What follows belongs to an exercise in optimizing a design on an open flow for small area and a short achievable clock period; a production flow would make more cautious choices. Function was checked by simulation only, so behaviour that the tests miss may differ from the original. Power and IR drop assume default switching activity.

**design/flow/flow/run.sh**
```bash
#!/bin/bash
# Standard layout, with timing repair aiming below the clock period: the
# setup margin makes repair_timing keep working until the slack reaches it.
set -euo pipefail
bash standard.sh SETUP_SLACK_MARGIN=6.5 > standard_flow.log 2>&1
```
**design/flow/standard.sh**
```bash
#!/bin/bash
# synth_recipe.tcl (not shown) runs the flow's synth.tcl, then flattens the netlist and writes it again
# the make line also repeats each setting of config.mk as NAME=value (left out here)
make -C /OpenROAD-flow-scripts/flow DESIGN_CONFIG=/design/flow/config.mk WORK_HOME=/design/flow/orfs CLKGATE_MAP_FILE= SYNTH_SCRIPT=/design/flow/synth_recipe.tcl "${@:-finish}"
```
**design/flow/config.mk**
```make
export PLATFORM = sky130hd
export DESIGN_NAME = mips_core
export DESIGN_NICKNAME = mips_core
export VERILOG_FILES = /design/flow/design.v
export SDC_FILE = /design/flow/constraint.sdc
export NUM_CORES = 4
export LEC_CHECK = 0
export CAP_MARGIN = 20
export CORE_MARGIN = 2
export CORE_UTILIZATION = 40
export PLACE_DENSITY = 0.5
export SLEW_MARGIN = 20
```
**design/flow/constraint.sdc**
```tcl
create_clock -name core_clock -period 10.0 [get_ports {clk}]
set_input_delay 2.0000 -clock core_clock [delete_from_list [all_inputs] [get_ports {clk}]]
set_output_delay 2.0000 -clock core_clock [all_outputs]
set_load 0.01 [all_outputs]
```
**design/flow/design.v**
```verilog
`default_nettype none
package mips_pkg;
    typedef logic [31:0] word_t;
    typedef logic [4:0]  reg_addr_t;
    typedef logic [15:0] imm_t;
    typedef logic [4:0]  shamt_t;
    localparam logic [5:0] OPCODE_SPECIAL = 6'b000000;
    localparam logic [5:0] OPCODE_REGIMM  = 6'b000001;
    localparam logic [5:0] OPCODE_BEQ     = 6'b000100;
    localparam logic [5:0] OPCODE_BNE     = 6'b000101;
    localparam logic [5:0] OPCODE_BLEZ    = 6'b000110;
    localparam logic [5:0] OPCODE_BGTZ    = 6'b000111;
    localparam logic [5:0] OPCODE_ADDI    = 6'b001000;
    localparam logic [5:0] OPCODE_ADDIU   = 6'b001001;
    localparam logic [5:0] OPCODE_SLTI    = 6'b001010;
    localparam logic [5:0] OPCODE_SLTIU   = 6'b001011;
    localparam logic [5:0] OPCODE_ANDI    = 6'b001100;
    localparam logic [5:0] OPCODE_ORI     = 6'b001101;
    localparam logic [5:0] OPCODE_XORI    = 6'b001110;
    localparam logic [5:0] OPCODE_AUI     = 6'b001111;
    localparam logic [5:0] FUNCT_SLL  = 6'b000000;
    localparam logic [5:0] FUNCT_SRL  = 6'b000010;
    localparam logic [5:0] FUNCT_SRA  = 6'b000011;
    localparam logic [5:0] FUNCT_SLLV = 6'b000100;
    localparam logic [5:0] FUNCT_SRLV = 6'b000110;
    localparam logic [5:0] FUNCT_SRAV = 6'b000111;
    localparam logic [5:0] FUNCT_ADD  = 6'b100000;
    localparam logic [5:0] FUNCT_ADDU = 6'b100001;
    localparam logic [5:0] FUNCT_SUB  = 6'b100010;
    localparam logic [5:0] FUNCT_SUBU = 6'b100011;
    localparam logic [5:0] FUNCT_AND  = 6'b100100;
    localparam logic [5:0] FUNCT_OR   = 6'b100101;
    localparam logic [5:0] FUNCT_XOR  = 6'b100110;
    localparam logic [5:0] FUNCT_NOR  = 6'b100111;
    localparam logic [5:0] FUNCT_SLT  = 6'b101010;
    localparam logic [5:0] FUNCT_SLTU = 6'b101011;
    localparam logic [4:0] RT_BLTZ = 5'b00000;
    localparam logic [4:0] RT_BGEZ = 5'b00001;
    typedef enum logic [3:0] {
        ALU_OP_ADD, ALU_OP_SUB, ALU_OP_AND, ALU_OP_OR,
        ALU_OP_XOR, ALU_OP_NOR, ALU_OP_SLT, ALU_OP_SLTU,
        ALU_OP_SLL, ALU_OP_SRL, ALU_OP_SRA,
        ALU_OP_SLLV, ALU_OP_SRLV, ALU_OP_SRAV
    } alu_op_t;
    typedef enum logic [1:0] {
        EXT_OP_NOP, EXT_OP_ZE, EXT_OP_SE, EXT_OP_LS
    } ext_op_t;
    typedef enum logic [2:0] {
        BR_NONE, BR_EQ, BR_NE, BR_LEZ, BR_GTZ, BR_GEZ, BR_LTZ
    } branch_op_t;
endpackage
`default_nettype wire
`timescale 1ns/1ps
`default_nettype none
module mips_core (
    input  wire                         clk,
    input  wire                         reset,
    input  wire                         ins_valid,
    input  wire mips_pkg::word_t        ins,
    output logic                        wb_valid,
    output mips_pkg::reg_addr_t         wb_addr,
    output mips_pkg::word_t             wb_data,
    output logic                        branch_valid,
    output logic                        branch_taken,
    output logic                        ins_illegal
);
    logic [5:0] opcode, funct;
    logic [4:0] rs_f, rt_f, rd_f;
    assign opcode = ins[31:26];
    assign rs_f   = ins[25:21];
    assign rt_f   = ins[20:16];
    assign rd_f   = ins[15:11];
    assign funct  = ins[5:0];
    logic       d_wr, d_ill, d_br;
    logic       d_sub;               
    logic       d_signed;            
    logic       d_sra;               
    logic [6:0] d_sel;               
    logic [2:0] d_bop;               
    logic [4:0] d_dst;
    localparam int S_ADD = 0, S_SLT = 1, S_AND = 2, S_OR = 3, S_XOR = 4,
                   S_NOR = 5, S_SH = 6;
    always_comb begin
        d_wr      = 1'b0;
        d_ill     = 1'b0;
        d_br      = 1'b0;
        d_sub     = 1'b0;
        d_signed  = 1'b0;
        d_sra     = 1'b0;
        d_sel     = '0;
        d_bop     = 3'b000;
        d_dst     = rt_f;
        case (opcode)
            6'b000000: begin
                d_dst = rd_f;
                d_wr  = 1'b1;
                case (funct)
                    6'b000000,
                    6'b000010,
                    6'b000100,
                    6'b000110: d_sel[S_SH] = 1'b1;
                    6'b000011,
                    6'b000111: begin d_sel[S_SH] = 1'b1; d_sra = 1'b1; end
                    6'b100000,
                    6'b100001: d_sel[S_ADD] = 1'b1;
                    6'b100010,
                    6'b100011: begin d_sel[S_ADD] = 1'b1; d_sub = 1'b1; end
                    6'b100100: d_sel[S_AND] = 1'b1;
                    6'b100101: d_sel[S_OR]  = 1'b1;
                    6'b100110: d_sel[S_XOR] = 1'b1;
                    6'b100111: d_sel[S_NOR] = 1'b1;
                    6'b101010: begin d_sel[S_SLT] = 1'b1; d_sub = 1'b1; d_signed = 1'b1; end
                    6'b101011: begin d_sel[S_SLT] = 1'b1; d_sub = 1'b1; end
                    default: begin d_wr = 1'b0; d_ill = 1'b1; end
                endcase
            end
            6'b000001: begin
                case (rt_f)
                    5'b00000: begin d_br = 1'b1; d_bop = 3'b010; end  
                    5'b00001: begin d_br = 1'b1; d_bop = 3'b110; end  
                    default:  d_ill = 1'b1;
                endcase
            end
            6'b000100: begin d_br = 1'b1; d_bop = 3'b001; end  
            6'b000101: begin d_br = 1'b1; d_bop = 3'b101; end  
            6'b000110: begin d_br = 1'b1; d_bop = 3'b011; end  
            6'b000111: begin d_br = 1'b1; d_bop = 3'b111; end  
            6'b001000,
            6'b001001: begin d_wr = 1'b1; d_sel[S_ADD] = 1'b1; end
            6'b001010: begin d_wr = 1'b1; d_sel[S_SLT] = 1'b1; d_sub = 1'b1; d_signed = 1'b1; end
            6'b001011: begin d_wr = 1'b1; d_sel[S_SLT] = 1'b1; d_sub = 1'b1; end
            6'b001100: begin d_wr = 1'b1; d_sel[S_AND] = 1'b1; end
            6'b001101: begin d_wr = 1'b1; d_sel[S_OR]  = 1'b1; end
            6'b001110: begin d_wr = 1'b1; d_sel[S_XOR] = 1'b1; end
            6'b001111: begin d_wr = 1'b1; d_sel[S_ADD] = 1'b1; end
            default:   d_ill = 1'b1;
        endcase
    end
    logic        b_imm;              
    logic        b_zero;             
    logic        sa_var;             
    logic        sh_left;            
    logic [31:0] imm_ext;
    assign b_imm  = opcode[3];
    assign b_zero = opcode[2] && opcode[1];
    assign sa_var = funct[2];
    assign sh_left = !funct[1];
    always_comb begin
        if (!opcode[2])        imm_ext = {{16{ins[15]}}, ins[15:0]};   
        else if (&opcode[1:0]) imm_ext = {ins[15:0], 16'h0000};        
        else                   imm_ext = {16'h0000, ins[15:0]};        
    end
    logic [31:1][31:0] rf;
    logic [31:1]       rs_sel, rt_sel;
    logic [31:0]       rs_val, rt_val;
    logic        reset_q;
    logic        rs_fw, rt_fw;
    logic [31:0] rs_rf, rt_rf;
    logic [3:0] rs_lo, rt_lo;
    logic [7:0] rs_hi, rt_hi;
    always_comb begin
        for (int j = 0; j < 4; j++) begin
            rs_lo[j] = (rs_f[1:0] == j[1:0]);
            rt_lo[j] = (rt_f[1:0] == j[1:0]);
        end
        for (int k = 0; k < 8; k++) begin
            rs_hi[k] = (rs_f[4:2] == k[2:0]) && !reset_q;
            rt_hi[k] = (rt_f[4:2] == k[2:0]) && !reset_q;
        end
    end
    always_comb begin
        rs_rf = '0;
        rt_rf = '0;
        for (int i = 1; i < 32; i++) begin
            rs_sel[i] = rs_lo[i % 4] && rs_hi[i / 4];
            rt_sel[i] = rt_lo[i % 4] && rt_hi[i / 4];
            rs_rf = rs_rf | ({32{rs_sel[i]}} & rf[i]);
            rt_rf = rt_rf | ({32{rt_sel[i]}} & rf[i]);
        end
    end
    assign rs_fw  = wb_valid && (rs_f == wb_addr);
    assign rt_fw  = wb_valid && (rt_f == wb_addr);
    assign rs_val = rs_fw ? wb_data : rs_rf;
    assign rt_val = rt_fw ? wb_data : rt_rf;
    logic [31:0] a_q, b_q;
    logic [4:0]  sa_q;
    logic        fa_q, fb_q, fsa_q;
    logic [4:0]  dst_q;
    logic        wr_q, br_q, ill_q;
    logic        sub_q, signed_q, sra_q, left_q;
    logic [6:0]  sel_q;
    logic [2:0]  bop_q;
    logic        take;
    assign take = ins_valid && !reset;
    logic fa_d, fb_d;
    assign fa_d = wr_q && (rs_f == dst_q);
    assign fb_d = wr_q && (rt_f == dst_q) && !b_imm && !b_zero;
    always_ff @(posedge clk) begin
        a_q      <= rs_val;
        b_q      <= b_imm ? imm_ext : b_zero ? 32'd0 : rt_val;
        sa_q     <= sa_var ? rs_val[4:0] : ins[10:6];
        fa_q     <= fa_d;
        fb_q     <= fb_d;
        fsa_q    <= fa_d && sa_var;
        dst_q    <= d_dst;
        wr_q     <= take && d_wr && (d_dst != 5'd0);
        br_q     <= take && d_br;
        ill_q    <= take && d_ill;
        sub_q    <= d_sub;
        signed_q <= d_signed;
        sra_q    <= d_sra;
        left_q   <= sh_left;
        sel_q    <= d_sel;
        bop_q    <= d_bop;
    end
    logic [31:0] a, b, bx;
    logic [4:0]  sa;
    assign a  = fa_q  ? wb_data       : a_q;
    assign b  = fb_q  ? wb_data       : b_q;
    assign sa = fsa_q ? wb_data[4:0]  : sa_q;
    assign bx = b ^ {32{sub_q}};
    logic [32:0] sum;
    assign sum = {1'b0, a} + {1'b0, bx} + {32'd0, sub_q};
    logic lt;
    assign lt = signed_q ? ((a[31] ^ b[31]) ? a[31] : sum[31]) : !sum[32];
    logic [62:0] sh_y, sh_o;
    logic [4:0]  sh_k;
    logic        fill;
    assign fill = sra_q && b[31];
    assign sh_y = left_q ? {b, 31'd0} : {{31{fill}}, b};
    assign sh_k = sa ^ {5{left_q}};
    assign sh_o = sh_y >> sh_k;
    logic [6:0] sel;
    assign sel = sel_q;
    logic [31:0] result;
    assign result = ({32{sel[S_ADD]}} & sum[31:0])
                  | ({31'd0, sel[S_SLT] & lt})
                  | ({32{sel[S_AND]}} & (a & b))
                  | ({32{sel[S_OR]}}  & (a | b))
                  | ({32{sel[S_XOR]}} & (a ^ b))
                  | ({32{sel[S_NOR]}} & ~(a | b))
                  | ({32{sel[S_SH]}}  & sh_o[31:0]);
    logic eq, taken;
    assign eq    = (a == b);
    assign taken = bop_q[2] ^ ((bop_q[0] && eq) || (bop_q[1] && a[31]));
    always_ff @(posedge clk) begin
        reset_q <= reset;
        for (int i = 1; i < 32; i++) begin
            if (reset_q || (wb_valid && wb_addr == i[4:0])) rf[i] <= reset_q ? 32'd0 : wb_data;
        end
    end
    always_ff @(posedge clk) begin
        wb_valid     <= wr_q && !reset;
        branch_valid <= br_q && !reset;
        ins_illegal  <= ill_q && !reset;
        wb_addr      <= dst_q;
        wb_data      <= result;
        branch_taken <= taken;
    end
endmodule
`default_nettype wire
```
==> impl_metrics.tcl, run 1 <==
set metrics [dict create \
    ys_types 86 \
    slew_headroom_pct 16.3 \
    drt_wl_total_mm 311 \
    worst_slew_pin_slew_ns 1.26 \
    setup_viol_count_final 0 \
    use_met3_pct 18.3 \
    worstSetupPathType "in -> reg" \
    cts_buffers 117 \
    overflow 0 \
    synthesis.nets 4376 \
    clock_skew_ns 0.0436 \
    synth-async-reset-ratio_pct 0 \
    synth_seq_cells 1128 \
    p_per_area_mw_per_mm2 171 \
    grt_pass1_vias 46000 \
    irDropWorstVdd_mv 0.142 \
    drt_iter0_markers 10500 \
    min_path_type "reg -> reg" \
    nNetsFinal 4773 \
    fp-row-count 134 \
    drcViolationCount 0 \
    maxCapViolCount 0 \
    use_met1_pct 51.5 \
    grt_use_total_pct 43.9 \
    worst_setup_path_end_kind "flip-flop" \
    multiInputGateArea_mm2 0.0226 \
    run_status "timing/DRC/antenna clean" \
    syn_area_per_cell_um2 12.7 \
    core_mm2 0.133 \
    io_pins 76 \
    synthesis.area_mm2 0.0538 \
    synth_top_flop_cell "edfxtp_1" \
    dieArea_mm2 0.137 \
    port_buffers 75 \
    postSynthCellCount 4245 \
    drive_gt1_share_pct 27.3 \
    cts_max_level 3 \
    top_usage_layer "met2" \
    initial_utilization_pct 40.3 \
    synth_warnings 1 \
    firstDrtPassIters 10 \
    fmax_mhz 275 \
    antenna_found_initial 20 \
    vias 49400 \
    yosysSeqAreaShare_pct 60.5 \
    drv_slew 0 \
    critPathMaxFanout 14 \
    timing.hold.ws_ns 0.385 \
    dp_cells 5942 \
    grt_pass1_wl_mm 407 \
    viasPerCell 7.58 \
    power.total_uw 11700 \
    cp.required_ns 10.70 \
    routabilityCongestion 1.00 \
    cts.sinks 1128 \
    cp-start-kind "input port" \
    setup_tns_ns 0 \
    clkLatencyLatePin_ns 0.78 \
    finalCritPeriodShare_pct 36.4 \
    ant_nets 0 \
    cp_data_arrival_time_ns 4.34 \
    ff_latch_area_mm2 0.0327 \
    rsz0062_at_grt "true" \
    synth_edf_count 992 \
    clk_path_buf_depth 3 \
    root_buffer "clkbuf_16" \
    layoutNonFillerInstCount 6526 \
    leakage_uw 0.0251 \
    die_x_um 371 \
    grt_util_met2_pct 63.8 \
    cts_tree "done" \
    hpwl_mm 176 \
    fp.dieH_um 371 \
    ctsHoldBuffers 0 \
    drt-wirelength-per-cell_um 47.6 \
    grt_start_max_net_pins 65 \
    syn_to_final_growth_pct 27.3 \
    hold_viol_final 0 \
    cts.clk_slew.worst_paths_ns 0.07 \
    nFillCells 11500 \
    min_period_ns 3.64 \
]
where the power goes:
| group | internal, uW | total (uW) | switching [uW] |
|---|---|---|---|
| registers | 5360 | 5580 | 219 |
| logic | 480 | 1540 | 1060 |
| clock network | 2560 | 4580 | 2020 |
kinds of logic after synthesis:
family / count (synthesis) / share of synthesized area, %
adders and majority gates: 96 / 2.25
and+or+nand+nor: 862 / 7.70
xor gates and xnor gates: 80 / 1.33
muxes: 186 / 4.07
DFF: 1128 / 60.5
buffers and inverters: 411 / 3.10
AOI/OAI and AO/OA: 1482 / 21.1
worst max-delay path, stage by stage:
cell and delay (ns):
buf_12 0.11, nor2_4 0.18, nand3b_1 0.23, buf_4 0.22
nor2_4 0.28, buf_4 0.45, a221oi_2 0.13, nand4_1 0.14
nor3_2 0.06, a21oi_2 0.29, mux2_4 0.23
placed cells by master (no fill, tap or decap), types with 118 or more instances in the layout:
master     count
a21oi_1      129
a221oi_1     225
a22o_1       289
a22oi_1      336
buf_4        335
clkbuf_16    124
edfxtp_1     992
nand2_1      167
nand3_1      118
nand4_1      126
nor2_1       142
o21ai_0      118
through the flow:
stage	cell area [um^2]	setup WS [ns]	util (%)
finish	68400	6.36	51.3
global placement	58000	3.86	43.5
floorplan	54900	6.01	-
CTS	66300	6.25	49.7
detailed placement	58000	3.88	43.5
global route	68400	6.32	51.3
final timing paths:
check                           startpoint    endpoint  slack, ns  cells past startpoint
worst max-delay path               ins[23]     sa_q[2]       6.36                     11
worst min-delay path              dst_q[2]  wb_addr[2]       0.38                      0
worst max register to register        fb_q  wb_data[0]       6.41                     14
worst min register to register    dst_q[2]  wb_addr[2]       0.38                      0
cells in the mapped netlist, types with 5 or more instances:
master | n | area share (%)
a211oi_1 | 21 | 0.29
a21o_1 | 21 | 0.29
a21oi_1 | 151 | 1.4
a221o_1 | 10 | 0.19
a221oi_1 | 312 | 5.1
a222oi_1 | 60 | 1.1
a22o_1 | 289 | 4.7
a22oi_1 | 344 | 4.8
a31oi_1 | 14 | 0.16
and2_1 | 5 | 0.058
and3_1 | 6 | 0.070
buf_1 | 33 | 0.23
buf_2 | 34 | 0.32
buf_4 | 7 | 0.098
clkbuf_1 | 248 | 1.7
dfxtp_1 | 136 | 5.1
edfxtp_1 | 992 | 55
ha_1 | 95 | 2.2
inv_1 | 68 | 0.47
inv_2 | 15 | 0.10
mux2_2 | 42 | 0.88
mux2i_1 | 110 | 2.0
mux2i_2 | 11 | 0.28
mux2i_4 | 14 | 0.59
nand2_1 | 192 | 1.3
nand2b_1 | 17 | 0.20
nand3_1 | 126 | 1.2
nand3b_1 | 7 | 0.098
nand4_1 | 126 | 1.5
nor2_1 | 213 | 1.5
nor2b_1 | 47 | 0.55
nor3_1 | 84 | 0.78
nor4_1 | 21 | 0.24
o2111ai_1 | 8 | 0.13
o211ai_1 | 17 | 0.24
o21ai_0 | 144 | 1.3
o21ai_1 | 21 | 0.20
o22ai_1 | 8 | 0.093
o31ai_1 | 9 | 0.13
or3_1 | 5 | 0.058
xnor2_1 | 49 | 0.80
xor2_1 | 29 | 0.47
per-layer routing:
| metal | up-vias | part of all wire (%) |
|---|---|---|
| met4 | 16 | 10 |
| met1 | 24300 | 33 |
| met2 | 5161 | 41 |
| li1 | 18300 | - |
| met3 | 1718 | 15 |
| met5 | - | 0.074 |
what timing repair did:
action	CTS	global route
gates cloned	9	5
endpoints found under the setup margin	170	89
pin swaps	108	154
buffers inserted	241	92
resized for setup	567	220
sequential cells by signal (all words and copies together), names as in the netlist, 3 cells and up:
name,flops
rf,992
a_q,32
b_q,32
wb_data,32
sel_q,7
dst_q,5
sa_q,5
wb_addr,5
bop_q,3
final cells by class:
type | count | share of cell area (%)
diodes | 12 | 0.0439
inverters | 84 | 0.461
flip-flops and latches | 1128 | 47.7
clock buffers | 145 | 4.61
multi-input cells | 2707 | 33.1
repair buffers | 604 | 9.66
well taps | 1768 | 3.23
clock inverters | 78 | 1.17
==> run 2, diff against run 1 <==
==> design/flow/run.sh (new file) <==
#!/bin/bash
# synth_recipe.tcl (not shown) runs the flow's synth.tcl, then flattens the netlist and writes it again
# the make line also repeats each setting of config.mk as NAME=value (left out here)
make -C /OpenROAD-flow-scripts/flow DESIGN_CONFIG=/design/flow/config.mk WORK_HOME=/design/flow/orfs CLKGATE_MAP_FILE= SYNTH_SCRIPT=/design/flow/synth_recipe.tcl finish
--- a/design/flow/config.mk
+++ b/design/flow/config.mk
@@ -11,2 +11,3 @@
 export PLACE_DENSITY = 0.5
+export SETUP_SLACK_MARGIN = 5
 export SLEW_MARGIN = 20
removed: design/flow/flow/run.sh
removed: design/flow/standard.sh
==> impl_metrics.tcl, run 2 <==
set metrics [dict create \
    run_status "timing/DRC/antenna clean" \
    worst_slew_pin_slew_ns 1.23 \
    critPathMaxFanout 23 \
    firstDrtPassIters 14 \
    port_buffers 75 \
    yosys.area.top_type "edfxtp_1" \
    synthesis.nets 4376 \
    p_switching_uw 3200 \
    p_clk_share_pct 40.2 \
    final_common_cell "edfxtp_1" \
    min_period_ns 5.16 \
    viasPerCell 7.60 \
    root_buffer "clkbuf_16" \
    core_mm2 0.133 \
    slew_headroom_pct 17.9 \
    cp.required_ns 10.72 \
    grt_pass1_vias 43700 \
    drive_gt1_share_pct 14.2 \
    synth_edf_count 992 \
    hpwl_mm 167 \
    fp-row-count 134 \
    syn_to_final_growth_pct 15.0 \
    synth_common_cells "edfxtp_1, a22oi_1, a221oi_1" \
    cts_buffers 118 \
    synth_area_leaders "edfxtp_1, a221oi_1, dfxtp_1" \
    clkLatencyLatePin_ns 0.80 \
    fp.dieH_um 371 \
    pwr-share-comb_pct 11.4 \
    synth_simple_gate_area_share_pct 7.70 \
    synthXorXnorAreaFrac_pct 1.33 \
    fin_area_mm2 0.0619 \
    placed_cell_area_mm2 0.0575 \
    grt_pass1_wl_mm 379 \
    synth-async-reset-ratio_pct 0 \
    fmax_mhz 194 \
    worstSetupPathType "in -> reg" \
    synth_warnings 1 \
    grt_start_max_net_pins 65 \
    grt_use_total_pct 40.5 \
    drcViolationCount 0 \
    nFillCells 12000 \
    internal_power_uw 8300 \
    cts_max_level 3 \
    slowest_delay_ns 0.77 \
    p_sw_share_pct 27.8 \
    nNetsFinal 4419 \
    p_per_area_mw_per_mm2 186 \
    cts.sinks 1128 \
    synth_fa_ha_area_share_pct 2.25 \
    synth_seq_cells 1128 \
    irDropWorstVdd_mv 0.188 \
    setup_viol_count_final 0 \
    drt_iter0_markers 10400 \
    cp_data_arrival_time_ns 5.88 \
    postSynthCellCount 4245 \
    synthesis.area_mm2 0.0538 \
    setup_tns_ns 0 \
    hold_viol_final 0 \
    dieArea_mm2 0.137 \
    vias 46900 \
    finalCritPeriodShare_pct 51.6 \
    maxCapViolCount 0 \
    synth_top_flop_cell "edfxtp_1" \
    clock_skew_ns 0.0350 \
    cts_tree "done" \
    clk_path_buf_depth 3 \
    largest_register "rf" \
    io_pins 76 \
    antenna_found_initial 11 \
    cp_slowest_cell "buf_4" \
    synth_top_area_share_pct 55.4 \
    synth.mux.area_fraction_pct 4.07 \
    synth_top_family_by_area "compound AO/OA/AOI/OAI gates" \
    p_seq_share_pct 48.5 \
    yosysMostFrequentCell "edfxtp_1" \
    worst_setup_path_end_kind "flip-flop" \
    drt_wl_total_mm 286 \
    cts.clk_slew.worst_paths_ns 0.07 \
    dp_cells 5924 \
    routabilityCongestion 0.998 \
    drv_slew 0 \
    overflow 0 \
    layoutNonFillerInstCount 6163 \
    initial_utilization_pct 40.3 \
    min_path_type "reg -> reg" \
    drt-wirelength-per-cell_um 46.4 \
    ctsHoldBuffers 0 \
    leakage_uw 0.0219 \
    largest_reg_flops 992 \
    layout_common_cells "edfxtp_1, a22oi_1, a221oi_1" \
    synth_compound_area_share_pct 21.1 \
    rsz0062_at_grt "false" \
    yosysSeqAreaShare_pct 60.5 \
    ant_nets 0 \
    cp-start-kind "input port" \
    syn_area_per_cell_um2 12.7 \
    path_cells "clkdlybuf4s50_1, nor2_1, nand2_1, nor2_4, buf_4, a22oi_1, nand3_1, nor3_1, a21oi_1, mux2_2" \
    ys_types 86 \
    die_x_um 371 \
]
[run 2: cell counts after synthesis]
No cell type changed its count.
[run 2: final timing paths]
| kind | startpoint | end | slack (ns) | cells after the start |
|---|---|---|---|---|
| min | dst_q[4] | wb_addr[4] | 0.41 | 0 |
| max | ins[23] | sa_q[1] | 4.84 | 10 |
| min reg2reg | dst_q[4] | wb_addr[4] | 0.41 | 0 |
| max reg2reg | fb_q | wb_data[30] | 5.19 | 13 |
[run 2: power groups by stage]
stage               Combinational (uW)  Clock [uW]  Sequential, uW
floorplan                          675           0            5560
CTS                               1240        4610            5550
global route                      1340        4800            5580
detailed placement                1240           0            5650
global placement                  1240           0            5660
finish                            1310        4620            5580
[run 2: repair_timing]
| action | 4_1_cts | 5_1_grt |
|---|---|---|
| gates resized for setup | 9 | 17 |
| pin swaps | 1 | 1 |
| setup endpoints to repair | 15 | 20 |
| setup buffers | 4 | 6 |
[run 2: per-stage QoR]
stage          util [%]  setup slack [ns]  power [uW]  hold WS (ns)
3_5_place_dp       43.1              3.97        6890         0.393
2_1_floorplan         -              5.25        6230         0.375
4_1_cts            46.2              4.95       11400         0.405
5_1_grt            46.3              4.98       11700         0.412
6_report           46.4              4.84       11500         0.405
3_3_place_gp       43.1              4.04        6900         0.392
[run 2: cells by family (layout without fill, tap and decap cells)]
group                    after synthesis  after routing
AO/OA/AOI/OAI                       1482           1482
flip-flops                          1128           1128
AND/OR/NAND/NOR                      862            862
buffers and inverters                411            556
multiplexers                         186            186
adder cells (fa/ha/maj)               96             96
XOR/XNOR                              80             80
other                                  0              5
[run 2: per-layer routing]
layer / GRT usage [%] / share of wire (%) / up-vias
li1: - / - / 17500
met4: 26.4 / 8.6 / 13
met1: 49.5 / 34 / 23000
met2: 59.8 / 42 / 4848
met3: 15.4 / 15 / 1433
met5: 0.245 / 0.099 / -
[run 2: layout make-up]
type                            count  area, um^2  area share, %
Clock inverter                     83         942           1.52
Timing Repair Buffer              250        2110           3.42
Tap cell                         1768        2210           3.58
Multi-Input combinational cell   2706       20700           33.5
Sequential cell                  1128       32500           52.6
Clock buffer                      139        3040           4.92
Inverter                           84         315          0.510
Antenna cell                        5        12.5         0.0202
[run 2: worst max-delay path: cells and delay by family]
| kind | cells | cell delay, ns |
|---|---|---|
| buf+inv | 2 | 1.35 |
| simple gates | 5 | 1.33 |
| compound gates | 2 | 0.86 |
| mux | 1 | 0.31 |
==> run 3, diff against run 2 <==
--- a/design/flow/design.v
+++ b/design/flow/design.v
@@ -54,2 +54,18 @@
 `default_nettype none
+module mips_regsel (
+    input  wire        en,
+    input  wire [4:0]  addr,
+    output logic [31:1] sel
+);
+    logic [3:0] lo;
+    logic [7:0] hi;
+    always_comb begin
+        for (int j = 0; j < 4; j++) lo[j] = (addr[1:0] == j[1:0]);
+        for (int k = 0; k < 8; k++) hi[k] = (addr[4:2] == k[2:0]) && en;
+        for (int i = 1; i < 32; i++) sel[i] = lo[i % 4] && hi[i / 4];
+    end
+endmodule
+`default_nettype wire
+`timescale 1ns/1ps
+`default_nettype none
 module mips_core (
@@ -158,14 +174,4 @@
     logic [31:0] rs_rf, rt_rf;
-    logic [3:0] rs_lo, rt_lo;
-    logic [7:0] rs_hi, rt_hi;
-    always_comb begin
-        for (int j = 0; j < 4; j++) begin
-            rs_lo[j] = (rs_f[1:0] == j[1:0]);
-            rt_lo[j] = (rt_f[1:0] == j[1:0]);
-        end
-        for (int k = 0; k < 8; k++) begin
-            rs_hi[k] = (rs_f[4:2] == k[2:0]) && !reset_q;
-            rt_hi[k] = (rt_f[4:2] == k[2:0]) && !reset_q;
-        end
-    end
+    mips_regsel u_rs_sel (.en(!reset_q), .addr(rs_f), .sel(rs_sel));
+    mips_regsel u_rt_sel (.en(!reset_q), .addr(rt_f), .sel(rt_sel));
     always_comb begin
@@ -174,4 +180,2 @@
         for (int i = 1; i < 32; i++) begin
-            rs_sel[i] = rs_lo[i % 4] && rs_hi[i / 4];
-            rt_sel[i] = rt_lo[i % 4] && rt_hi[i / 4];
             rs_rf = rs_rf | ({32{rs_sel[i]}} & rf[i]);
==> design/flow/flow/run.sh (new file) <==
#!/bin/bash
# Standard layout, with timing repair aiming below the clock period: the
# setup margin makes repair_timing keep working until the slack reaches it.
set -euo pipefail
bash standard.sh SETUP_SLACK_MARGIN=6.5 > standard_flow.log 2>&1
==> design/flow/standard.sh (new file) <==
#!/bin/bash
# synth_recipe.tcl (not shown) runs the flow's synth.tcl, then flattens the netlist and writes it again
# the make line also repeats each setting of config.mk as NAME=value (left out here)
make -C /OpenROAD-flow-scripts/flow DESIGN_CONFIG=/design/flow/config.mk WORK_HOME=/design/flow/orfs CLKGATE_MAP_FILE= SYNTH_SCRIPT=/design/flow/synth_recipe.tcl "${@:-finish}"
--- a/design/flow/config.mk
+++ b/design/flow/config.mk
@@ -10,4 +10,7 @@
 export CORE_UTILIZATION = 40
+export CTS_CLUSTER_DIAMETER = 100
+export CTS_CLUSTER_SIZE = 24
 export PLACE_DENSITY = 0.5
-export SETUP_SLACK_MARGIN = 5
 export SLEW_MARGIN = 20
+export SYNTH_HIERARCHICAL = 1
+export SYNTH_MINIMUM_KEEP_SIZE = 0
removed: design/flow/run.sh
==> impl_metrics.tcl, run 3 <==
set metrics [dict create \
    synth_top_flop_cell "edfxtp_1" \
    synth_seq_cells 1128 \
    firstDrtPassIters 14 \
    nFillCells 11500 \
    path_cells "buf_12, buf_16, buf_12, mux2_2, nor2_1, o31ai_2, a22oi_1, mux2i_1, mux2i_1, nor2_1, or4_1" \
    ff_latch_area_mm2 0.0327 \
    rsz0062_at_grt "true" \
    postSynthCellCount 4121 \
    routabilityCongestion 0.990 \
    finalCritPeriodShare_pct 37.4 \
    internal_power_uw 6920 \
    fin_area_mm2 0.0658 \
    ant_nets 0 \
    cts_max_level 2 \
    nNetsFinal 4578 \
    regToRegEndpoint "wb_data[30]" \
    p_sw_share_pct 29.4 \
    maxCapViolCount 0 \
    cts_tree "done" \
    layout_common_cells "edfxtp_1, a22oi_1, buf_4" \
    p_switching_uw 2880 \
    synth-async-reset-ratio_pct 0 \
    synth_warnings 8 \
    overflow 0 \
    synth_common_cells "edfxtp_1, a22oi_1, a221oi_1" \
    ys_types 82 \
    io_pins 76 \
    fin_util_pct 49.4 \
    largest_reg_flops 992 \
    clkLatencyLatePin_ns 0.77 \
    drive_gt1_share_pct 24.3 \
    yosys.area.top_type "edfxtp_1" \
    initial_utilization_pct 40.2 \
    worstSetupPathType "reg -> reg" \
    cts.clk_slew.worst_paths_ns 0.09 \
    setup_tns_ns 0 \
    worst-path-buf-inv 3 \
    min_period_ns 3.74 \
    min_from "dst_q[1]" \
    vias 48800 \
    largest_register "rf" \
    viasPerCell 7.78 \
    synth_area_leaders "edfxtp_1, a22oi_1, dfxtp_1" \
    dieArea_mm2 0.137 \
    synth_top_area_share_pct 55.7 \
    p_per_area_mw_per_mm2 149 \
    clk_path_buf_depth 3 \
    core_mm2 0.133 \
    drt-wirelength-per-cell_um 49.6 \
    die_x_um 370 \
    min_path_type "reg -> reg" \
    final_common_cell "edfxtp_1" \
    port_buffers 75 \
    worst_setup_path_end_kind "flip-flop" \
    cts_buffers 56 \
    fp.dieH_um 370 \
    cp_data_arrival_time_ns 4.32 \
    leakage_uw 0.0237 \
    fp-row-count 134 \
    synth_edf_count 992 \
    r2r-start "fb_q" \
    timing.hold.ws_ns 0.386 \
    irDropWorstVdd_mv 0.140 \
    p_seq_share_pct 56.6 \
    antenna_found_initial 21 \
    r2r_cells 11 \
    pwr-share-comb_pct 15.1 \
    run_status "timing/DRC/antenna clean" \
    slew_headroom_pct 12.8 \
    yosysSeqAreaShare_pct 60.8 \
    grt_use_total_pct 43.5 \
    clock_skew_ns 0.0627 \
    cts.sinks 1128 \
    cp.required_ns 10.58 \
    root_buffer "clkbuf_16" \
    hpwl_mm 165 \
    grt_start_max_net_pins 61 \
    r2r_slack_ns 6.26 \
    worst_slew_pin_slew_ns 1.31 \
    drt_iter0_markers 11200 \
    slowest_delay_ns 0.54 \
    grt_pass1_vias 44600 \
    grt_pass1_wl_mm 401 \
    worstHoldPathCells 0 \
    yosysMostFrequentCell "edfxtp_1" \
    critical-path-top-delay-family "multiplexers" \
    hold_viol_final 0 \
    synthesis.area_mm2 0.0535 \
    p_clk_share_pct 28.3 \
    whs_endpoint "wb_addr[1]" \
    drv_slew 0 \
    multiInputGateArea_mm2 0.0222 \
    setup_viol_count_final 0 \
    syn_to_final_growth_pct 22.9 \
    syn_area_per_cell_um2 13.0 \
    cp_slowest_cell "or4_1" \
    ctsHoldBuffers 0 \
    drt_wl_total_mm 311 \
    drcViolationCount 0 \
    cp-start-kind "flip-flop" \
    synthesis.nets 4252 \
    cp.depth 11 \
    placed_cell_area_mm2 0.0576 \
    fmax_mhz 268 \
    critPathMaxFanout 12 \
]
run 3: power by group through the flow:
stage	Clock, uW	Sequential (uW)	Combinational, uW
2_1_floorplan	0	5540	675
3_3_place_gp	0	5650	1210
3_5_place_dp	0	5640	1210
4_1_cts	2740	5520	1340
5_1_grt	2900	5550	1490
6_report	2780	5550	1480
run 3: cell families after synthesis:
group                    count (synthesis)  synth area share, %
XOR/XNOR                                80                 1.31
adder cells (fa/ha/maj)                 96                 2.26
AND/OR/NAND/NOR                        796                 7.41
buffers and inverters                  387                 2.87
AO/OA/AOI/OAI                         1420                 20.9
flip-flops                            1128                 60.8
multiplexers                           214                 4.55
run 3: worst max-delay path by stage:
| stage | start | slack, ns | to |
|---|---|---|---|
| after global routing | left_q | 6.26 | wb_data[30] |
| after detailed placement | ins[17] | 4.06 | b_q[29] |
| after floorplan | wb_addr[3] | 6.01 | rf[768] |
| final | fb_q | 6.26 | wb_data[30] |
| after global placement | ins[22] | 4.07 | sa_q[0] |
| after CTS | fb_q | 6.34 | wb_data[30] |
run 3: timing repair:
action                     CTS  global route
gates resized for setup    543           201
pin swaps                   98           121
cloned                      16             7
setup endpoints to repair  145            79
setup buffers              223           103
run 3: per-layer routing:
layer / share of wire, % / up-vias / global-route usage (%)
met5: 0.15 / - / 0.734
met4: 10 / 38 / 31.9
met3: 16 / 1737 / 19.0
met2: 41 / 5455 / 62.5
met1: 33 / 23800 / 51.5
li1: - / 17800 / -
run 3: per-stage QoR:
| stage | cells | setup slack (ns) | total power (uW) |
|---|---|---|---|
| after CTS | 6152 | 6.34 | 9600 |
| final | 6271 | 6.26 | 9800 |
| after global routing | 6263 | 6.26 | 9940 |
| after detailed placement | 5808 | 4.06 | 6850 |
| after floorplan | 4121 | 6.01 | 6210 |
| after global placement | 5808 | 4.07 | 6860 |
run 3: worst reg2reg max path: cells and delay by family (launching register included):
family | cells | cell delay (ns)
compound gates | 2 | 0.55
buf+inv | 3 | 0.47
flops | 1 | 0.45
mux | 3 | 1.12
simple gates | 3 | 1.00
run 3: layout make-up:
class | count | share of cell area (%)
flip-flops and latches | 1128 | 49.6
multi-input cells | 2607 | 33.7
repair buffers | 576 | 10.2
well taps | 1768 | 3.36
clock buffers | 94 | 2.38
inverters | 78 | 0.445
clock inverters | 11 | 0.240
diodes | 9 | 0.0342
run 3: per-module statistics from Yosys, one instance, submodules excluded:
module	copies in the design	flip-flops and latches
mips_core	1	1128
mips_regsel	2	0
==> run 4, diff against run 3 <==
--- a/design/flow/config.mk
+++ b/design/flow/config.mk
@@ -16 +16,2 @@
 export SYNTH_MINIMUM_KEEP_SIZE = 0
+export TNS_END_PERCENT = 0
==> impl_metrics.tcl, run 4 <==
set metrics [dict create \
    cp.required_ns 10.69 \
    synth_warnings 8 \
    drt-wirelength-per-cell_um 48.5 \
    leakage_uw 0.0219 \
    clkLatencyLatePin_ns 0.75 \
    hpwl_mm 165 \
    cts_buffers 56 \
    p_clk_share_pct 28.5 \
    worstSetupPathType "in -> reg" \
    fp-row-count 134 \
    largest_register "rf" \
    maxCapViolCount 0 \
    timing.hold.ws_ns 0.389 \
    fin_area_mm2 0.0618 \
    synthesis.area_mm2 0.0535 \
    rsz0062_at_grt "true" \
    critPathMaxFanout 23 \
    setup_viol_count_final 0 \
    fin_ws_ns 5.96 \
    use_met1_pct 51.5 \
    path_cells "buf_4, nand4_1, buf_4, nor2_4, buf_8, a22o_1, a221oi_1, nand4_1, nor3_2, a21oi_1, a221o_1" \
    drcViolationCount 0 \
    core_mm2 0.133 \
    syn_area_per_cell_um2 13.0 \
    pwr-share-comb_pct 14.5 \
    ys_types 82 \
    irDropWorstVdd_mv 0.138 \
    antenna_found_initial 18 \
    port_buffers 75 \
    grt_util_met2_pct 60.4 \
    ant_nets 0 \
    vias 47200 \
    min_path_type "reg -> reg" \
    yosysMostFrequentCell "edfxtp_1" \
    grt_pass1_vias 43800 \
    viasPerCell 7.75 \
    clock_skew_ns 0.0405 \
    cts_tree "done" \
    grt_start_max_net_pins 69 \
    power.total_uw 9700 \
    synth_seq_cells 1128 \
    dp_slack_ns 3.88 \
    drt_wl_total_mm 295 \
    slew_headroom_pct 17.5 \
    r2r_slack_ns 6.04 \
    final_common_cell "edfxtp_1" \
    initial_utilization_pct 40.2 \
    hold_viol_final 0 \
    synthesis.nets 4252 \
    synth-async-reset-ratio_pct 0 \
    top_usage_layer "met2" \
    setup_tns_ns 0 \
    cts.clk_slew.worst_paths_ns 0.10 \
    yosysSeqAreaShare_pct 60.8 \
    cp_slowest_cell "nor2_4" \
    clk_path_buf_depth 3 \
    internal_power_uw 6880 \
    p_per_area_mw_per_mm2 157 \
    syn_to_final_growth_pct 15.4 \
    grt_use_total_pct 42.0 \
    cp_data_arrival_time_ns 4.72 \
    cts.sinks 1128 \
    placed_cell_area_mm2 0.0573 \
    p_sw_share_pct 29.0 \
    worst_setup_path_end_kind "flip-flop" \
    nNetsFinal 4392 \
    synth_edf_count 992 \
    die_x_um 370 \
    yosys.area.top_type "edfxtp_1" \
    dieArea_mm2 0.137 \
    use_met3_pct 17.0 \
    p_seq_share_pct 57.0 \
    synth_top_area_share_pct 55.7 \
    root_buffer "clkbuf_16" \
    cp-start-kind "input port" \
    drive_gt1_share_pct 17.7 \
    fmax_mhz 248 \
    routabilityCongestion 1.00 \
    firstDrtPassIters 13 \
    fp.dieH_um 370 \
    p_switching_uw 2820 \
    grt_pass1_wl_mm 390 \
    run_status "timing/DRC/antenna clean" \
    min_period_ns 4.04 \
    synth_top_flop_cell "edfxtp_1" \
    cts_max_level 2 \
    synth_common_cells "edfxtp_1, a22oi_1, a221oi_1" \
    synth_area_leaders "edfxtp_1, a22oi_1, dfxtp_1" \
    drt_iter0_markers 11100 \
    slowest_delay_ns 0.51 \
    worst_slew_pin_slew_ns 1.23 \
    layout_common_cells "edfxtp_1, a22oi_1, a221oi_1" \
    finalCritPeriodShare_pct 40.4 \
    overflow 0 \
    largest_reg_flops 992 \
    postSynthCellCount 4121 \
    drv_slew 0 \
    io_pins 76 \
]
run 4: changes by cell type in the layout (fill, tap and decap cells not counted), sizes merged, moves of 4 or more:
cell,previous run,this run
clkdlybuf4s15,6,0
clkdlybuf4s50,18,49
bufbuf,8,1
dlygate4sd2,38,16
buf,498,321
clkbuf,101,97
run 4: cell type report:
cell class / instances / area, um^2
Fill cell: 11800 / 71400
Sequential cell: 1128 / 32600
Multi-Input combinational cell: 2608 / 21300
Timing Repair Buffer: 389 / 3630
Tap cell: 1768 / 2210
Clock buffer: 95 / 1560
Inverter: 78 / 293
Clock inverter: 10 / 159
Antenna cell: 6 / 15.0
run 4: power by group through the flow:
stage	sequential, uW	combinational [uW]	clock, uW
4_1_cts	5510	1320	2740
2_1_floorplan	5540	661	0
6_report	5530	1400	2760
3_5_place_dp	5630	1220	0
5_1_grt	5540	1430	2920
3_3_place_gp	5640	1220	0
run 4: per-layer routing:
metal  vias up  routed length [um]
met1     23000              100000
li1      17400                   -
met3      1579               46600
met5         -                 333
met2      5180              120000
met4        20               27300
run 4: cell families (layout without fill, tap and decap cells):
| family | Yosys count | in the layout | share of synthesized area (%) |
|---|---|---|---|
| compound gates | 1420 | 1420 | 20.9 |
| xor+xnor | 80 | 80 | 1.31 |
| fa+ha+maj | 96 | 96 | 2.26 |
| buf+inv | 387 | 572 | 2.87 |
| flops | 1128 | 1128 | 60.8 |
| mux | 214 | 214 | 4.55 |
| other cells | 0 | 6 | 0 |
| simple gates | 796 | 798 | 7.41 |
run 4: final timing paths:
kind,startpoint,end,cells past startpoint
hold / removal,dst_q[3],wb_addr[3],0
hold reg to reg,dst_q[3],wb_addr[3],0
setup / recovery,ins[19],b_q[25],11
setup reg to reg,fa_q,branch_taken,9
run 4: metrics by stage:
stage	cells	utilization, %
detailed placement	5812	43.1
finish	6082	46.4
global route	6076	46.4
global placement	5812	43.1
CTS	6058	46.1
floorplan	4121	-
run 4: critical path: cells and delay by family:
kind,cells,cell delay [ns]
AND/OR/NAND/NOR,4,0.85
buffers and inverters,3,0.92
AO/OA/AOI/OAI,4,0.87
run 4: timing repair:
action                                  4_1_cts  5_1_grt
resized for setup                           337       35
hold buffers                                  0        0
buffers inserted                            138       16
gates cloned                                  3        0
pin swaps                                    67       15
endpoints found under the setup margin      156      138
run 4: Yosys stat by module (local to each module, per instance):
module / cells / cell area, um^2 / times used
mips_core: 4029 / 53100 / 1
mips_regsel: 46 / 230 / 2
==> run 5, diff against run 4 <==
--- a/design/flow/flow/run.sh
+++ b/design/flow/flow/run.sh
@@ -4,2 +4,2 @@
 set -euo pipefail
-bash standard.sh SETUP_SLACK_MARGIN=6.5 > standard_flow.log 2>&1
+bash standard.sh SETUP_SLACK_MARGIN=6.8 > standard_flow.log 2>&1
==> impl_metrics.tcl, run 5 <==
set metrics [dict create \
    port_buffers 75 \
    overflow 0 \
    synth_compound_area_share_pct 20.9 \
    io_pins 76 \
    synth.mux.area_fraction_pct 4.55 \
    largest_reg_flops 992 \
    clk_path_buf_depth 3 \
    synth_edf_count 992 \
    worstSetupPathType "in -> reg" \
    min_period_ns 3.87 \
    synth_top_flop_cell "edfxtp_1" \
    worst_setup_path_end_kind "flip-flop" \
    synth_top_family_by_area "compound AO/OA/AOI/OAI gates" \
    firstDrtPassIters 13 \
    layout_common_cells "edfxtp_1, a22oi_1, a221oi_1" \
    synth_top_area_share_pct 55.7 \
    postSynthCellCount 4121 \
    ctsHoldBuffers 0 \
    vias 47100 \
    root_buffer "clkbuf_16" \
    drt_iter0_markers 11000 \
    p_sw_share_pct 29.2 \
    synth_warnings 8 \
    critPathMaxFanout 20 \
    power.total_uw 9710 \
    synth_fa_ha_area_share_pct 2.26 \
    routabilityCongestion 1.01 \
    grt_pass1_vias 44000 \
    clkLatencyLatePin_ns 0.73 \
    worst_slew_pin_slew_ns 1.23 \
    nNetsFinal 4409 \
    hpwl_mm 168 \
    ys_types 82 \
    cts.sinks 1128 \
    p_per_area_mw_per_mm2 156 \
    cts_tree "done" \
    drcViolationCount 0 \
    synth_area_leaders "edfxtp_1, a22oi_1, dfxtp_1" \
    yosysMostFrequentCell "edfxtp_1" \
    ant_nets 0 \
    nFillCells 11800 \
    maxCapViolCount 0 \
    synth_common_cells "edfxtp_1, a22oi_1, a221oi_1" \
    setup_tns_ns 0 \
    hold_viol_final 0 \
    synthesis.area_mm2 0.0535 \
    drt-wirelength-per-cell_um 48.4 \
    p_seq_share_pct 57.1 \
    min_path_type "reg -> reg" \
    grt_pass1_wl_mm 390 \
    setup_viol_count_final 0 \
    fp.dieH_um 370 \
    grt_use_total_pct 41.9 \
    synth_simple_gate_area_share_pct 7.41 \
    core_mm2 0.133 \
    syn_area_per_cell_um2 13.0 \
    cts.clk_slew.worst_paths_ns 0.10 \
    grt_start_max_net_pins 70 \
    antenna_found_initial 17 \
    cts_max_level 2 \
    finalCritPeriodShare_pct 38.7 \
    drv_slew 0 \
    final_common_cell "edfxtp_1" \
    rsz0062_at_grt "true" \
    syn_to_final_growth_pct 16.3 \
    internal_power_uw 6870 \
    synth-async-reset-ratio_pct 0 \
    pwr-share-comb_pct 14.3 \
    initial_utilization_pct 40.2 \
    yosys.area.top_type "edfxtp_1" \
    cp_data_arrival_time_ns 4.43 \
    timing.hold.ws_ns 0.386 \
    cts_buffers 57 \
    die_x_um 370 \
    fp-row-count 134 \
    synthXorXnorAreaFrac_pct 1.31 \
    fmax_mhz 259 \
    synthesis.nets 4252 \
    drive_gt1_share_pct 18.0 \
    yosysSeqAreaShare_pct 60.8 \
    drt_wl_total_mm 295 \
    p_clk_share_pct 28.5 \
    clock_skew_ns 0.0286 \
    leakage_uw 0.0222 \
    viasPerCell 7.72 \
    dieArea_mm2 0.137 \
    p_switching_uw 2840 \
    cp-start-kind "input port" \
    irDropWorstVdd_mv 0.153 \
    slew_headroom_pct 17.7 \
    largest_register "rf" \
    run_status "timing/DRC/antenna clean" \
    synth_seq_cells 1128 \
    cp.required_ns 10.57 \
]
run 5: changes by cell type in the layout (fill, tap and decap cells not counted), sizes merged:
cell | previous run | this run
buf | 321 | 340
clkdlybuf4s50 | 49 | 38
dlygate4sd2 | 16 | 27
clkbuf | 97 | 94
clkinv | 2 | 4
diode | 6 | 4
inv | 85 | 87
bufinv | 1 | 0
nand3 | 93 | 92
run 5: worst paths after layout:
path                            depth (start not counted)     endpoint     start  slack, ns
worst max register to register                         11  wb_data[26]      fb_q       6.20
worst max-delay path                                   10      a_q[23]   ins[24]       6.13
worst min register to register                          0   wb_addr[2]  dst_q[2]       0.39
worst min-delay path                                    0   wb_addr[2]  dst_q[2]       0.39
run 5: timing repair:
action	in CTS	in global routing
setup endpoints to repair	163	154
setup buffers	145	24
gates resized for setup	394	43
gates cloned	4	0
pin swaps	64	28
run 5: modules after synthesis, one instance, submodules excluded:
module | cells | copies in the design | area [um^2]
mips_core | 4029 | 1 | 53100
mips_regsel | 46 | 2 | 230
run 5: cells by family (layout without fill, tap and decap cells):
kind of cell    after synthesis  in the layout
compound gates             1420           1420
buf+inv                     387            591
other cells                   0              4
flops                      1128           1128
simple gates                796            797
xor+xnor                     80             80
mux                         214            214
fa+ha+maj                    96             96
run 5: layer usage:
layer / global-route usage (%) / part of all wire (%) / vias to the layer above
li1: - / - / 17400
met1: 50.0 / 34 / 23000
met2: 60.9 / 41 / 4979
met3: 17.4 / 15 / 1636
met4: 29.6 / 9.6 / 24
met5: 1.68 / 0.16 / -
run 5: layout make-up:
type / instances / area (um^2) / area share, %
clock inverters: 13 / 156 / 0.251
flip-flops and latches: 1128 / 32600 / 52.5
well taps: 1768 / 2210 / 3.55
inverters: 78 / 298 / 0.478
multi-input cells: 2607 / 21400 / 34.3
repair buffers: 406 / 3980 / 6.40
diodes: 4 / 10.0 / 0.0161
clock buffers: 94 / 1570 / 2.52
run 5: power by group through the flow:
| stage | registers, uW | logic, uW | clock network (uW) |
|---|---|---|---|
| final | 5550 | 1390 | 2770 |
| after global routing | 5550 | 1410 | 2910 |
| after CTS | 5520 | 1300 | 2760 |
| after detailed placement | 5640 | 1200 | 0 |
| after global placement | 5650 | 1200 | 0 |
| after floorplan | 5540 | 662 | 0 |
run 5: metrics by stage:
step                setup WS, ns  instance area (um^2)  util [%]  instances
floorplan                   5.90                 53500         -       4121
global placement            3.98                 57400      43.1       5812
detailed placement          4.00                 57400      43.1       5812
CTS                         6.32                 61700      46.4       6068
global route                6.11                 62200      46.7       6094
finish                      6.13                 62200      46.7       6098
run 5: critical path: stages:
cell	delay, ns
buf_4	0.18
nand4b_1	0.24
buf_4	0.17
nor2_4	0.07
buf_4	0.35
a22o_1	0.29
a221oi_1	0.28
nand4_1	0.26
nor3_4	0.42
a21oi_1	0.13
==> run 6, diff against run 5 <==
--- a/design/flow/flow/run.sh
+++ b/design/flow/flow/run.sh
@@ -4,2 +4,2 @@
 set -euo pipefail
-bash standard.sh SETUP_SLACK_MARGIN=6.8 > standard_flow.log 2>&1
+bash standard.sh SETUP_SLACK_MARGIN=7.0 > standard_flow.log 2>&1
==> impl_metrics.tcl, run 6 <==
set metrics [dict create \
    synth_top_area_share_pct 55.7 \
    slowest_delay_ns 0.51 \
    syn_to_final_growth_pct 16.0 \
    synth_top_flop_cell "edfxtp_1" \
    min_period_ns 3.99 \
    path_cells "buf_6, nand4b_1, buf_4, buf_4, nor2_4, buf_6, buf_12, a22o_1, a221oi_1, nand4_1, nor3_4, a21oi_1" \
    synth_edf_count 992 \
    postSynthCellCount 4121 \
    core_mm2 0.133 \
    ys_types 82 \
    setup_viol_count_final 0 \
    slew_headroom_pct 15.9 \
    drt_wl_total_mm 296 \
    worst_slew_pin_slew_ns 1.26 \
    cp_slowest_cell "a21oi_1" \
    largest_register "rf" \
    viasPerCell 7.79 \
    drcViolationCount 0 \
    die_x_um 370 \
    yosysMostFrequentCell "edfxtp_1" \
    grt_use_total_pct 42.2 \
    p_clk_share_pct 29.0 \
    layout_common_cells "edfxtp_1, a22oi_1, a221oi_1" \
    vias 47600 \
    overflow 0 \
    rsz0062_at_grt "true" \
    hold_viol_final 0 \
    irDropWorstVdd_mv 0.118 \
    timing.hold.ws_ns 0.392 \
    largest_reg_flops 992 \
    clk_path_buf_depth 3 \
    synthesis.area_mm2 0.0535 \
    synthesis.nets 4252 \
    critPathMaxFanout 10 \
    p_switching_uw 2860 \
    hpwl_mm 169 \
    critical-path-top-delay-family "buffers and inverters" \
    fp-row-count 134 \
    cp.required_ns 10.57 \
    initial_utilization_pct 40.2 \
    fin_area_mm2 0.0621 \
    cp_data_arrival_time_ns 4.57 \
    run_status "timing/DRC/antenna clean" \
    worst_setup_path_end_kind "flip-flop" \
    drt_iter0_markers 11100 \
    drt-wirelength-per-cell_um 48.5 \
    worstHoldPathCells 0 \
    synth_area_leaders "edfxtp_1, a22oi_1, dfxtp_1" \
    finalCritPeriodShare_pct 39.9 \
    p_sw_share_pct 29.3 \
    pwr-share-comb_pct 14.4 \
    cts.sinks 1128 \
    layoutNonFillerInstCount 6108 \
    cp-start-kind "input port" \
    routabilityCongestion 0.990 \
    grt_start_max_net_pins 69 \
    syn_area_per_cell_um2 13.0 \
    internal_power_uw 6910 \
    cts.clk_slew.worst_paths_ns 0.10 \
    antenna_found_initial 14 \
    dieArea_mm2 0.137 \
    drv_slew 0 \
    cts_buffers 58 \
    cts_max_level 2 \
    cts_tree "done" \
    nNetsFinal 4414 \
    synth_warnings 8 \
    min_path_type "reg -> reg" \
    setup_tns_ns 0 \
    port_buffers 75 \
    grt_pass1_wl_mm 392 \
    final_common_cell "edfxtp_1" \
    maxCapViolCount 0 \
    yosys.area.top_type "edfxtp_1" \
    worstSetupPathType "in -> reg" \
    p_per_area_mw_per_mm2 157 \
    r2r_cells 13 \
    fp.dieH_um 370 \
    cp.depth 12 \
    leakage_uw 0.0221 \
    io_pins 76 \
    p_seq_share_pct 56.5 \
    dp_cells 5813 \
    synth_common_cells "edfxtp_1, a22oi_1, a221oi_1" \
    drive_gt1_share_pct 18.1 \
    synth_seq_cells 1128 \
    fmax_mhz 250 \
    grt_pass1_vias 44200 \
    worst-path-buf-inv 5 \
    yosysSeqAreaShare_pct 60.8 \
    placed_cell_area_mm2 0.0573 \
    root_buffer "clkbuf_16" \
    synth-async-reset-ratio_pct 0 \
    clkLatencyLatePin_ns 0.76 \
    ant_nets 0 \
    clock_skew_ns 0.0363 \
    firstDrtPassIters 15 \
]
-- run 6: cell count changes in the layout (fill, tap and decap cells not counted), sizes merged --
cell	delta
clkbuf	+4
clkdlybuf4s50	+3
diode	+5
inv	-3
dlygate4sd2	-3
buf	+4
-- run 6: final timing paths --
path / from / to / slack (ns)
setup / recovery: ins[24] / a_q[27] / 6.01
hold / removal: dst_q[3] / wb_addr[3] / 0.39
setup reg to reg: reset_q / a_q[27] / 6.04
hold reg to reg: dst_q[3] / wb_addr[3] / 0.39
-- run 6: per-module statistics from Yosys, one instance, submodules excluded --
module / cells inside / cell area (um^2) / flip-flops and latches
mips_core: 4029 / 53100 / 1128
mips_regsel: 46 / 230 / 0
-- run 6: layer usage --
layer,track usage [%],share of wire [%]
met1,50.7,34
met2,61.2,41
met3,17.0,15
met4,30.2,9.6
met5,1.08,0.14
-- run 6: cell families after synthesis --
logic type,after synthesis,synth area share (%)
AOI/OAI and AO/OA,1420,20.9
DFF,1128,60.8
and+or+nand+nor,796,7.41
buffers and inverters,387,2.87
muxes,214,4.55
adders and majority gates,96,2.26
xor gates and xnor gates,80,1.31
-- run 6: area by class of cell --
class	instances	area (um^2)
multi-input combinational	2607	21300
clock inverter	10	183
timing repair buffer	410	3830
tap	1768	2210
antenna	9	22.5
inverter	78	293
sequential	1128	32600
fill	11800	71100
clock buffer	98	1620
-- run 6: metrics by stage --
stage	setup slack (ns)	util (%)	power, uW
floorplan	6.14	-	6200
global placement	3.86	43.1	6860
detailed placement	3.79	43.1	6850
CTS	6.30	46.5	9650
global route	6.05	46.6	9930
finish	6.01	46.6	9770
-- run 6: repair_timing --
action | 4_1_cts | 5_1_grt
setup buffers | 168 | 2
hold buffers | 0 | 0
setup endpoints to repair | 506 | 179
pin swaps | 87 | 5
gates cloned | 5 | 0
gates resized for setup | 373 | 14
-- run 6: power groups by stage --
| stage | logic, uW | registers (uW) | clock network [uW] |
|---|---|---|---|
| 2_1_floorplan | 662 | 5530 | 0 |
| 3_3_place_gp | 1230 | 5630 | 0 |
| 3_5_place_dp | 1220 | 5620 | 0 |
| 4_1_cts | 1330 | 5500 | 2810 |
| 5_1_grt | 1430 | 5530 | 2970 |
| 6_report | 1410 | 5520 | 2840 |
==> run 7, diff against run 6 <==
==> design/flow/run.sh (new file) <==
#!/bin/bash
# synth_recipe.tcl (not shown) runs the flow's synth.tcl, then flattens the netlist and writes it again
# the make line also repeats each setting of config.mk as NAME=value (left out here)
make -C /OpenROAD-flow-scripts/flow DESIGN_CONFIG=/design/flow/config.mk WORK_HOME=/design/flow/orfs CLKGATE_MAP_FILE= SYNTH_SCRIPT=/design/flow/synth_recipe.tcl finish
--- a/design/flow/config.mk
+++ b/design/flow/config.mk
@@ -13,2 +13,3 @@
 export PLACE_DENSITY = 0.5
+export SETUP_SLACK_MARGIN = 5
 export SLEW_MARGIN = 20
@@ -16,2 +17 @@
 export SYNTH_MINIMUM_KEEP_SIZE = 0
-export TNS_END_PERCENT = 0
removed: design/flow/flow/run.sh
removed: design/flow/standard.sh
==> impl_metrics.tcl, run 7 <==
set metrics [dict create \
    whs_endpoint "wb_addr[0]" \
    fmax_mhz 193 \
    grt_start_max_net_pins 70 \
    grt_pass1_wl_mm 385 \
    fp.dieH_um 370 \
    die_x_um 370 \
    min_period_ns 5.19 \
    synth_area_leaders "edfxtp_1, a22oi_1, dfxtp_1" \
    port_buffers 75 \
    root_buffer "clkbuf_16" \
    drt_wl_total_mm 292 \
    worst_slew_pin_slew_ns 1.26 \
    ant_nets 0 \
    cp_data_arrival_time_ns 5.80 \
    synth_common_cells "edfxtp_1, a22oi_1, a221oi_1" \
    synth-async-reset-ratio_pct 0 \
    crit_path_frequent_cell "buf_4" \
    slowest_delay_ns 0.83 \
    p_clk_share_pct 28.8 \
    synth_edf_count 992 \
    drv_slew 0 \
    clk_path_buf_depth 3 \
    irDropWorstVdd_mv 0.142 \
    syn_to_final_growth_pct 11.7 \
    regToRegEndpoint "wb_data[31]" \
    ys_types 82 \
    cts.clk_slew.worst_paths_ns 0.10 \
    initial_utilization_pct 40.2 \
    path_cells "clkdlybuf4s50_1, nand4b_1, buf_4, nor2_4, buf_4, buf_4, a22o_1, a221oi_1, nand3_1, nor3_1, a21oi_1, a22o_1" \
    grt_use_total_pct 41.5 \
    layout_common_cells "edfxtp_1, a22oi_1, a221oi_1" \
    p_switching_uw 2790 \
    syn_area_per_cell_um2 13.0 \
    io_pins 76 \
    worst_setup_path_end_kind "flip-flop" \
    synth_seq_cells 1128 \
    finalCritPeriodShare_pct 51.9 \
    synth_top_flop_cell "edfxtp_1" \
    overflow 0 \
    nNetsFinal 4291 \
    p_seq_share_pct 57.5 \
    r2r-start "fa_q" \
    yosys.area.top_type "edfxtp_1" \
    synthesis.nets 4252 \
    synth_top_area_share_pct 55.7 \
    drcViolationCount 0 \
    pwr-share-comb_pct 13.7 \
    r2r_slack_ns 5.09 \
    nFillCells 12100 \
    drt-wirelength-per-cell_um 48.8 \
    p_per_area_mw_per_mm2 161 \
    min_from "dst_q[0]" \
    min_path_type "reg -> reg" \
    run_status "timing/DRC/antenna clean" \
    hold_viol_final 0 \
    drt_iter0_markers 10200 \
    hpwl_mm 170 \
    final_common_cell "edfxtp_1" \
    leakage_uw 0.0211 \
    largest_register "rf" \
    slew_headroom_pct 13.8 \
    worstHoldPathCells 0 \
    power.total_uw 9630 \
    clock_skew_ns 0.0609 \
    ctsHoldBuffers 0 \
    rsz0062_at_grt "true" \
    synthesis.area_mm2 0.0535 \
    synth_warnings 8 \
    largest_reg_flops 992 \
    dieArea_mm2 0.137 \
    yosysMostFrequentCell "edfxtp_1" \
    cts_buffers 56 \
    internal_power_uw 6840 \
    cp_slowest_cell "clkdlybuf4s50_1" \
    routabilityCongestion 0.999 \
    r2r_cells 11 \
    critPathMaxFanout 17 \
    core_mm2 0.133 \
    firstDrtPassIters 15 \
    worstSetupPathType "in -> reg" \
    p_sw_share_pct 29.0 \
    setup_tns_ns 0 \
    yosysSeqAreaShare_pct 60.8 \
    vias 46500 \
    cts_max_level 2 \
    antenna_found_initial 16 \
    cts.sinks 1128 \
    postSynthCellCount 4121 \
    viasPerCell 7.77 \
    clkLatencyLatePin_ns 0.76 \
    drive_gt1_share_pct 12.9 \
    maxCapViolCount 0 \
    cp.required_ns 10.61 \
    cts_tree "done" \
    cp-start-kind "input port" \
    grt_pass1_vias 43100 \
    fp-row-count 134 \
    setup_viol_count_final 0 \
]
run 7: changes by cell type in the layout (fill, tap and decap cells not counted), moves of 12 or more:
| cell | change |
|---|---|
| buf_4 | -61 |
| buf_6 | -35 |
| dfxtp_1 | +34 |
| clkdlybuf4s50_1 | +30 |
| dfxtp_4 | -30 |
| dlygate4sd2_1 | -24 |
| nor3_1 | +23 |
| buf_12 | -20 |
| nor3_4 | -16 |
| mux2i_4 | -14 |
| mux2i_1 | +13 |
| buf_8 | -12 |
run 7: cell families (layout without fill, tap and decap cells):
group | count (synthesis) | count (layout) | share of synthesized area (%)
XOR/XNOR | 80 | 80 | 1.31
AND/OR/NAND/NOR | 796 | 797 | 7.41
adder cells (fa/ha/maj) | 96 | 96 | 2.26
multiplexers | 214 | 214 | 4.55
flip-flops | 1128 | 1128 | 60.8
buffers and inverters | 387 | 472 | 2.87
AO/OA/AOI/OAI | 1420 | 1420 | 20.9
other | 0 | 11 | 0
run 7: worst max-delay path by stage:
stage                     slack (ns)  depth (start not counted)      end       start
final                           4.81                         12   b_q[2]     ins[20]
after global placement          3.88                         10  sa_q[2]     ins[22]
after CTS                       5.00                         11  b_q[30]     ins[16]
after global routing            4.93                         11  sa_q[0]     ins[23]
after detailed placement        3.93                         10  sa_q[2]     ins[21]
after floorplan                 5.25                          3  rf[576]  wb_addr[1]
run 7: per-module statistics from Yosys, one instance, submodules excluded:
module | cells inside | area (um^2) | flops+latches | times used
mips_core | 4029 | 53100 | 1128 | 1
mips_regsel | 46 | 230 | 0 | 2
run 7: final cells by class:
class	count	area (um^2)	share of cell area [%]
sequential	1128	32500	54.4
multi-input combinational	2607	20500	34.4
timing repair buffer	289	2450	4.09
tap	1768	2210	3.70
clock buffer	92	1560	2.61
inverter	78	293	0.490
clock inverter	13	190	0.318
antenna	11	27.5	0.0460
run 7: power by group through the flow:
stage,Clock [uW],Sequential [uW],Combinational (uW)
2_1_floorplan,0,5540,661
3_3_place_gp,0,5630,1240
3_5_place_dp,0,5620,1240
4_1_cts,2760,5520,1250
5_1_grt,2920,5540,1340
6_report,2780,5530,1320
run 7: per-layer routing:
layer | share of wire [%] | vias to the layer above | global-route usage (%)
met5 | 0.22 | - | 1.33
li1 | - | 17100 | -
met4 | 8.9 | 28 | 27.9
met3 | 15 | 1538 | 16.5
met1 | 34 | 22800 | 49.5
met2 | 42 | 4959 | 61.4
run 7: per-stage QoR:
stage	utilization [%]	hold WS (ns)	area [um^2]	setup WS [ns]	instances
after floorplan	-	0.375	53500	5.25	4121
after detailed placement	43.2	0.389	57500	3.93	5839
after global placement	43.2	0.383	57500	3.88	5839
final	44.9	0.403	59800	4.81	5986
after global routing	44.9	0.421	59800	4.93	5977
after CTS	44.6	0.403	59400	5.00	5953
run 7: critical path, delay by kind of cell:
kind | cells | cell delay [ns]
AND/OR/NAND/NOR | 4 | 0.83
AO/OA/AOI/OAI | 4 | 1.18
buffers and inverters | 4 | 1.74
run 7: repair_timing:
| item | 4_1_cts | 5_1_grt |
|---|---|---|
| gates resized for setup | 13 | 19 |
| setup endpoints to repair | 32 | 26 |
| buffers inserted | 9 | 17 |
| gates cloned | 0 | 1 |
| pin swaps | 7 | 9 |

==> separate check: timing with driven ports <==
How much do the figures lean on ideal ports? The routed layouts below were timed once more, with nothing changed but the port constraints. Step 1 sets driving cells, clkbuf_16 on the clock port and buf_2 on the other inputs (assumed; they add their load-dependent delay and slew). Step 2 adds t to the input delays and takes it off the output delays; t is the mean of the earliest and latest rising clock arrival at the registers after step 1. Input paths then give back, and output paths get back, about the clock's delay inside the block. Slacks: ideal / step 1 / step 2; pairs: ideal / step 1.
run | t, ns | slack for setup (ns) | clock arrival spread, ns | worst slew at a driven data input, ns
run 1 | 0.833 | 6.358 / 6.382 / 5.549 | 0.044 / 0.044 | 0.06
run 2 | 0.859 | 4.836 / 4.895 / 4.037 | 0.043 / 0.043 | 0.05
run 3 | 0.815 | 6.264 / 6.264 / 5.569 | 0.063 / 0.063 | 0.09
run 4 | 0.816 | 5.961 / 6.013 / 5.197 | 0.041 / 0.040 | 0.05
run 5 | 0.798 | 6.133 / 6.188 / 5.389 | 0.034 / 0.033 | 0.06
run 6 | 0.818 | 6.005 / 6.042 / 5.229 | 0.038 / 0.038 | 0.08
run 7 | 0.817 | 4.806 / 4.860 / 4.043 | 0.068 / 0.068 | 0.07
After both steps every run listed still meets setup and hold. The setup slack of run 1, which loses most, moves by +0.024 ns with the drivers and by -0.809 ns with both steps.
